Context: an optimization exercise on an open-source flow, tuned for small area and a short achievable clock period. The choices shown serve that exercise and are no tape-out recipe.
Only simulation tests tie the RTL to the original design; equivalence was not proved.
No activity file was given, so power comes from the tool's default toggle rates.

[design/flow/config.mk]
export PLATFORM = sky130hd
export DESIGN_NAME = ahb_shared_mem_top
export DESIGN_NICKNAME = ahb_shared_mem_top
export VERILOG_FILES = /design/flow/design.v
export SDC_FILE = /design/flow/constraint.sdc
export NUM_CORES = 8
export LEC_CHECK = 0
export CAP_MARGIN = 20
export CORE_MARGIN = 2
export CORE_UTILIZATION = 30
export SLEW_MARGIN = 20
export SYNTH_MEMORY_MAX_BITS = 16384
[design/flow/constraint.sdc]
create_clock -name core_clock -period 9.0 [get_ports {HCLK}]
set_input_delay 1.8000 -clock core_clock [delete_from_list [all_inputs] [get_ports {HCLK}]]
set_output_delay 1.8000 -clock core_clock [all_outputs]
set_load 0.01 [all_outputs]
[design/flow/design.v]
`timescale 1ns/1ps
`default_nettype none
module ahb_in_stage (
  input  wire logic              HCLK,
  input  wire logic              HRESETn,
  input  wire logic [42-1:0] layer_req,     
  input  wire logic              layer_ready,   
  input  wire logic              active,        
  input  wire logic [3-1:0] slave_rsp,
  output logic                   held_tran,     
  output logic [42-1:0]      stage_req,
  output logic [3-1:0]      layer_rsp      
);
  logic [42-1:0] hold_q;         
  logic              pend_q;         
  logic              pend_d;
  logic              data_valid_q;   
  logic              addr_valid;
  logic              load_reg;
  assign addr_valid = layer_req[41] &&
                      (layer_req[8:7] == 2'b10 ||
                       layer_req[8:7] == 2'b11);
  assign load_reg = addr_valid && layer_ready;   
  always_ff @(posedge HCLK)
  begin
    if (load_reg)
      hold_q <= layer_req;
  end
  always_ff @(posedge HCLK)
  begin
    if (!HRESETn)
      data_valid_q <= 1'b0;
    else if (layer_ready)
      data_valid_q <= addr_valid;
  end
  assign pend_d = held_tran && !(active && slave_rsp[2]);
  always_ff @(posedge HCLK)
  begin
    if (!HRESETn)
      pend_q <= 1'b0;
    else
      pend_q <= pend_d;
  end
  assign held_tran = load_reg || pend_q;   
  always_comb
  begin
    if (pend_q)
    begin
      stage_req             = hold_q;
      stage_req[41]   = 1'b1;
      stage_req[8:7] = 2'b10;   
    end
    else
      stage_req = layer_req;   
  end
  always_comb
  begin
    if (!data_valid_q)
      layer_rsp = {1'b1, 2'b00};   
    else if (pend_q)
      layer_rsp = {1'b0, 2'b00};   
    else
      layer_rsp = slave_rsp;   
  end
endmodule
`default_nettype wire
`timescale 1ns/1ps
`default_nettype none
module ahb_out_arbiter (
  input  wire logic                             HCLK,
  input  wire logic                             HRESETn,
  input  wire logic [2-1:0]            held_tran,
  input  wire logic [2*42-1:0]     stage_req,    
  input  wire logic [2*32-1:0] port_wdata,
  input  wire logic [3-1:0]                slave_rsp,
  output logic [2-1:0]                 active,
  output logic [42-1:0]                     mem_req,
  output logic [32-1:0]                mem_wdata
);
  localparam int OWNER_W = $clog2(2);
  logic [OWNER_W-1:0] dph_owner_q;   
  logic [OWNER_W-1:0] pick;          
  logic [OWNER_W-1:0] grant;         
  logic               any_req;
  logic               burst_lock;
  logic [42-1:0]  owner_req;     
  assign any_req = |held_tran;
  always_comb
  begin
    pick = '0;
    for (int i = 2 - 1; i >= 0; i--)
    begin
      if (held_tran[i])
        pick = OWNER_W'(i);
    end
  end
  assign owner_req  = stage_req[dph_owner_q*42 +: 42];
  assign burst_lock = owner_req[41] &&
                      (owner_req[8:7] == 2'b11 ||
                       owner_req[8:7] == 2'b01);
  assign grant = burst_lock ? dph_owner_q : pick;
  always_ff @(posedge HCLK)
  begin
    if (!HRESETn)
      dph_owner_q <= '0;
    else if (slave_rsp[2])
      dph_owner_q <= grant;
  end
  always_comb
  begin
    if (burst_lock || any_req)
      mem_req = stage_req[grant*42 +: 42];   
    else
      mem_req = {1'b0, 32'h0, 2'b00, 1'b0, 3'b010, 3'b000};
  end
  assign mem_wdata = port_wdata[dph_owner_q*32 +: 32];
  always_comb
  begin
    for (int i = 0; i < 2; i++)
      active[i] = held_tran[i] && (grant == OWNER_W'(i));
  end
endmodule
`default_nettype wire
`timescale 1ns/1ps
`default_nettype none
module ahb_mem_slave (
  input  wire logic                   HCLK,
  input  wire logic                   HRESETn,
  input  wire logic [42-1:0]      mem_req,
  input  wire logic [32-1:0] mem_wdata,
  output logic [3-1:0]           slave_rsp,
  output logic [32-1:0]      rdata
);
  localparam int                     WORD_AW   = $clog2(256);
  localparam logic [32-1:0] MEM_BYTES = 4 * 256;
  logic [32-1:0] mem [256];   
  logic               dph_valid_q;    
  logic               dph_write_q;
  logic [WORD_AW-1:0] dph_addr_q;     
  logic               err_first_q;    
  logic               err_second_q;   
  logic               addr_valid;
  logic               in_range;
  logic               accept;
  logic [32-1:0] req_addr;
  assign req_addr   = mem_req[40:9];
  assign addr_valid = mem_req[41] &&
                      (mem_req[8:7] == 2'b10 ||
                       mem_req[8:7] == 2'b11);
  assign in_range   = req_addr < MEM_BYTES;
  assign accept     = addr_valid && slave_rsp[2];   
  always_ff @(posedge HCLK)
  begin
    if (!HRESETn)
    begin
      dph_valid_q  <= 1'b0;
      err_first_q  <= 1'b0;
      err_second_q <= 1'b0;
    end
    else
    begin
      dph_valid_q  <= accept && in_range;
      err_first_q  <= accept && !in_range;   
      err_second_q <= err_first_q;
    end
  end
  always_ff @(posedge HCLK)
  begin
    if (accept)
    begin
      dph_addr_q  <= req_addr[WORD_AW+1:2];
      dph_write_q <= mem_req[6];
    end
  end
  always_ff @(posedge HCLK)
  begin
    if (dph_valid_q && dph_write_q)
      mem[dph_addr_q] <= mem_wdata;
  end
  assign rdata = mem[dph_addr_q];   
  assign slave_rsp[2] = !err_first_q;
  assign slave_rsp[1:0]  = (err_first_q || err_second_q) ? 2'b01 : 2'b00;
endmodule
`default_nettype wire
`timescale 1ns/1ps
`default_nettype none
module ahb_shared_mem_top (
  input  wire logic        HCLK,
  input  wire logic        HRESETn,
  input  wire logic        p0_hsel,
  input  wire logic [31:0] p0_haddr,
  input  wire logic [1:0]  p0_htrans,
  input  wire logic        p0_hwrite,
  input  wire logic [2:0]  p0_hsize,
  input  wire logic [2:0]  p0_hburst,
  input  wire logic [31:0] p0_hwdata,
  input  wire logic        p1_hsel,
  input  wire logic [31:0] p1_haddr,
  input  wire logic [1:0]  p1_htrans,
  input  wire logic        p1_hwrite,
  input  wire logic [2:0]  p1_hsize,
  input  wire logic [2:0]  p1_hburst,
  input  wire logic [31:0] p1_hwdata,
  output logic             p0_hreadyout,
  output logic [1:0]       p0_hresp,
  output logic             p1_hreadyout,
  output logic [1:0]       p1_hresp,
  output logic [31:0]      hrdata         
);
  logic [2*42-1:0]      port_req;
  logic [2*32-1:0] port_wdata;
  logic [2*3-1:0]      port_rsp;
  logic [2-1:0]             held_tran;
  logic [2-1:0]             active;
  logic [2*42-1:0]      stage_req;
  logic [42-1:0]                 mem_req;
  logic [32-1:0]            mem_wdata;
  logic [3-1:0]                 slave_rsp;
  assign port_req   = {p1_hsel, p1_haddr, p1_htrans, p1_hwrite, p1_hsize, p1_hburst,
                       p0_hsel, p0_haddr, p0_htrans, p0_hwrite, p0_hsize, p0_hburst};
  assign port_wdata = {p1_hwdata, p0_hwdata};
  assign {p1_hreadyout, p1_hresp, p0_hreadyout, p0_hresp} = port_rsp;
  for (genvar i = 0; i < 2; i++)
  begin : g_port
    ahb_in_stage u_in_stage (
      .HCLK        (HCLK),
      .HRESETn     (HRESETn),
      .layer_req   (port_req[i*42 +: 42]),
      .layer_ready (port_rsp[i*3 + 2]),   
      .active      (active[i]),
      .slave_rsp   (slave_rsp),
      .held_tran   (held_tran[i]),
      .stage_req   (stage_req[i*42 +: 42]),
      .layer_rsp   (port_rsp[i*3 +: 3])
    );
  end
  ahb_out_arbiter u_arbiter (
    .HCLK       (HCLK),
    .HRESETn    (HRESETn),
    .held_tran  (held_tran),
    .stage_req  (stage_req),
    .port_wdata (port_wdata),
    .slave_rsp  (slave_rsp),
    .active     (active),
    .mem_req    (mem_req),
    .mem_wdata  (mem_wdata)
  );
  ahb_mem_slave u_mem (
    .HCLK      (HCLK),
    .HRESETn   (HRESETn),
    .mem_req   (mem_req),
    .mem_wdata (mem_wdata),
    .slave_rsp (slave_rsp),
    .rdata     (hrdata)
  );
endmodule
`default_nettype wire
[design/flow/run.sh]
#!/bin/bash
# synth_recipe.tcl (not shown) runs the flow's synth.tcl, then flattens the netlist and writes it again
# the make line also repeats each setting of config.mk as NAME=value (left out here)
make -C /OpenROAD-flow-scripts/flow DESIGN_CONFIG=/design/flow/config.mk WORK_HOME=/design/flow/orfs CLKGATE_MAP_FILE= SYNTH_SCRIPT=/design/flow/synth_recipe.tcl finish
==> summary.txt <==
The share of flip-flops with an asynchronous set or reset after synthesis is 0%. The starting density of the core came out at 30.06%. TritonCTS built the clock tree. The number of distinct library cells after synthesis is 71.

The estimated wirelength of the detail-placed design came out at 582.4 mm. The flow ran to the end and the layout has no timing, DRC or antenna violations. Of all cell types, the one taking the most synthesized area is edfxtp_1. The final non-filler cell area is 368800 um^2.

The mean instance size in the synthesized netlist is 21.15 um^2. The number of flops mapped to enable cells by yosys came out at 8263. The count of nets left with antenna violations once routing finished came out at 0. The wire length of the first global-routing pass came out at 1327 mm. The largest buffer count on any clock path is 4. The number of antenna violations at the first check in global routing was 99. Of the total synthesized cell area, the portion taken by AND, OR, NAND and NOR gates is 2.238%. The count of buffers from port buffering came out at 169. The number of buffers added to fix hold violations after cts is 0. The height of the die is 1.034 mm. The synthesized netlist devotes 3.596% of its cell area to compound gates. The top cell type by area accounts for 78.02% of the synthesized area.

The number of hold-slack violations in the final timing report came out at 0. For the worst flop-to-flop path, the logic depth is 4. On the critical path, the stage with the largest delay is an instance of nor4_2. The startpoint-to-endpoint class of the critical path is reg2out.

The layout filler cell count came out at 97230. The final number of setup-violating endpoints is 0. The register area came out at 248500 um^2. The maximum level of the CTS H-tree came out at 6. The category of the worst setup path capture point is an output port. The floorplan step set the die width to 1.034 mm. Traced cell by cell, the critical path runs through buf_12 > buf_4 > mux2i_1 > a22oi_1 > and3_1 > a2111oi_2 > buf_4 > nor4_1 > nand4b_1 > nor4_2 > clkdlybuf4s50_1. After floorplanning, the core was sized to cover 1058000 um^2. The count of routing violations after the opening detailed-route iteration is 24450.

The worst relative slew slack came out at 6.405%. STA classifies the critical path startpoint as a flip-flop. The number of core rows came out at 378. The number of cells on the worst hold path is 2.

The source of the worst register-to-register timing path is u_mem.dph_addr_q[0]. The worst min-delay path class is reg2reg. The clock-pin slew on the worst setup and hold paths is 0.06 ns.

The first detailed-routing pass ran for 7 iterations. The clock latency reported for the late side of the worst-skew pair came out at 1.22 ns. The number of design rule violations left after detail routing is 0. The fraction of final layout cells with drive strength greater than 1 came out at 23.32%. Counting stages on the worst path, the most repeated cell is buf_4. The minimum clock period after layout is 8.898 ns. After Yosys synthesis, full adders, half adders and majority gates account for 0% of the synthesized area.

Broken down by cell family, the worst path's largest delay share belongs to simple AND/OR/NAND/NOR gates. The actual slew at the worst max-slew pin is 1.404 ns. The data required time of the worst path is 7.20 ns. The die covers 1068000 um^2. The count of max-cap constraint violations came out at 0.

The total area of multi-input combinational cells came out at 68010 um^2. 188 I/O pins were placed. Summed over all cells, the static leakage comes to 112.9 nW. In the synthesized netlist the dominant register cell turns out to be edfxtp_1. The count of synthesis-stage warnings from yosys is 3.

The share of the cycle needed by the critical path after routing came out at 98.87%. The reg-to-reg setup timing slack is 4.71 ns. The placed instance area is 342600 um^2. The average vias per placed instance came out at 5.386. The final RePlAce weighted congestion is 0.9271.

The leftover overflow at the end of global routing came out at 0. The global-route usage over all layers came out at 17.61%. The number of instances in the synthesized netlist came out at 15040. Of all nets on the critical path, the largest fanout is 81. The tightest hold path in the finished design has a slack of 0.5979 ns. The total vias in the final route is 165100.

On the worst path, the slowest cell contributes a delay of 1.12 ns. After detailed routing, the average wire length per cell comes to 31.97 um. The total clock sinks is 8279. After routing, the total negative slack on setup checks comes to 0 ns.

The post-synthesis share of cell area spent on xor and xnor gates is 0%. The endpoint identified for the worst register-to-register timing path is u_mem.mem[137][10]. The via count of the first global-routing pass is 157900. Of the synthesized area, sequential elements account for 78.12%. The cell area after synthesis is 318000 um^2. The buffer and inverter count on the worst path came out at 4.

The post-CTS resize count is 0. The number of clock buffers added by TritonCTS is 810. In this run, synthesis produced a sequential element count of 8279.

The post-detailed-routing wire length is 980.1 mm. The data arrival time at the worst-slack endpoint came out at 7.10 ns. By area, the combinational part of the netlist is dominated by multiplexers.

For hold timing, the worst endpoint is g_port[0].u_in_stage.data_valid_q. The library cells used most frequently in the layout, excluding fill and tap cells, are edfxtp_1 (8263), mux4_2 (1465), mux2i_1 (1227). Setup repair after global routing left no endpoint under its margin. Leaving out fill and tap cells, the most frequent cell in the layout is edfxtp_1. The max-slew violation total from the final report is 0. The tree is rooted in a clkbuf_16.

The maximum vdd drop came out at 0.2351 mV. Between clock sinks in the finished design, the worst skew comes to 0.1901 ns. The portion of netlist area occupied by mux cells came out at 14.44%.

The hold path startpoint is g_port[0].u_in_stage.data_valid_q. The area growth from synthesis to layout is 15.95%. The pin count of the biggest net entering global routing is 216.

The power density over cell area is 241.6 nW/um^2. The number of nets in the finished design is 16040. Ranked by total cell area, the synthesized netlist is headed by edfxtp_1 (78%), mux4_2 (10%), mux2i_1 (3.9%). Based on the critical path, the design can be clocked at up to 0.1124 GHz.
sequential cells by signal, summed over array words and instances (netlist names), named ones only:
| signal | cells |
|---|---|
| u_mem.dph_write_q | 1 |
| g_port.u_in_stage.hold_q | 62 |
| g_port.u_in_stage.data_valid_q | 2 |
| u_mem.mem | 8192 |
| g_port.u_in_stage.pend_q | 2 |
| u_arbiter.dph_owner_q | 1 |
| u_mem.err_first_q | 1 |
| u_mem.err_second_q | 1 |
| u_mem.dph_addr_q | 8 |
| u_mem.dph_valid_q | 1 |
layer usage:
metal / wire length (um) / track usage, % / vias up
met4: 52030 / 7.968 / 32
li1: - / - / 65290
met5: 227 / 0 / -
met2: 445700 / 27.16 / 9581
met1: 376200 / 23.74 / 88660
met3: 106000 / 4.155 / 1545
worst max path at each step:
stage                 end  slack (ns)  cells past startpoint
2_1_floorplan   flip-flop        3.84                      6
3_3_place_gp    hrdata[8]        1.05                     11
3_5_place_dp   hrdata[23]        1.18                     10
4_1_cts        hrdata[27]        0.16                     12
5_1_grt        hrdata[23]        0.25                     10
6_report       hrdata[29]        0.10                     11
kinds of logic (layout without fill, tap and decap cells):
family	Yosys count	count (layout)
flops	8279	8279
mux	2751	2751
compound gates	1582	1582
simple gates	1510	1510
buf+inv	917	2414
other cells	1	59
power by group:
group / total (W) / internal, W / switching, W / leakage (nW)
combinational: 0.0130 / 0.00438 / 0.00861 / 26.0
sequential: 0.0431 / 0.0429 / 0.000132 / 74.4
clock: 0.0331 / 0.0183 / 0.0148 / 12.5
synthesized netlist by cell type (all sizes together) (3+ instances only):
cell type / count
and2: 37
edfxtp: 8263
o21ai: 87
a21oi: 246
nand2: 211
inv: 7
a22oi: 336
a311oi: 3
nor4: 139
clkbuf: 423
or3: 7
a221oi: 94
mux2i: 1227
a221o: 14
nand4: 41
buf: 487
a22o: 19
a211oi: 141
a2111oi: 65
nor3b: 5
mux4: 1465
nand2b: 5
nand4b: 5
nor4b: 5
nor2: 532
a2111o: 12
or2: 13
or4: 3
o211ai: 14
o21a: 4
o22a: 21
nand3: 111
nor2b: 31
and4: 10
dfxtp: 16
nor3: 339
o22ai: 257
o221ai: 250
and3: 8
a31oi: 7
mux2: 59
per-stage QoR:
step                utilization, %  power (W)  setup WS [ns]  std cells
floorplan                        -    0.05106          3.842      15040
global placement             32.34    0.05662          1.055      29100
detailed placement           32.38    0.05675          1.180      29120
CTS                          34.82    0.08939         0.1641      30590
global route                 34.84    0.09127         0.2480      30610
finish                       34.85    0.08911         0.1017      30660
timing repair:
action,CTS,global route
hold endpoints to repair,0,0
endpoints found under the setup margin,1,0
buffers inserted,1,0
worst register-to-register path: stages (launching register included):
cell and delay, ns:
edfxtp_1 0.66, nor2b_1 0.80, nand3_4 0.98, nor2_4 0.94, buf_4 0.50
layout make-up:
cell class | count | area share (%)
antenna | 57 | 0.03868
clock buffer | 981 | 5.685
clock inverter | 483 | 1.298
inverter | 7 | 0.01052
multi-input combinational | 5845 | 18.44
sequential | 8279 | 67.38
tap | 14060 | 4.771
timing repair buffer | 943 | 2.374

what the ideal ports hide:
The flow's constraints put no driver on any port. The routed layout listed below was extracted and timed again, unchanged, in two steps.
Step 1 assumes that a clkbuf_16 drives the clock port and a buf_2 every other input.
Step 2 also shifts input and output timing later by t, the mid clock arrival at the registers, as if the neighbouring blocks saw the same clock.
Slacks: ideal / step 1 / step 2; pairs: ideal / step 1.
t (ns): 1.251
setup WS [ns]: 0.102 / -0.021 / 1.230
hold slack, ns: 0.598 / 0.598 / 0.598
After both steps setup and hold are still met in this run. The setup slack of this run moves by -0.123 ns with the drivers and by +1.128 ns with both steps.
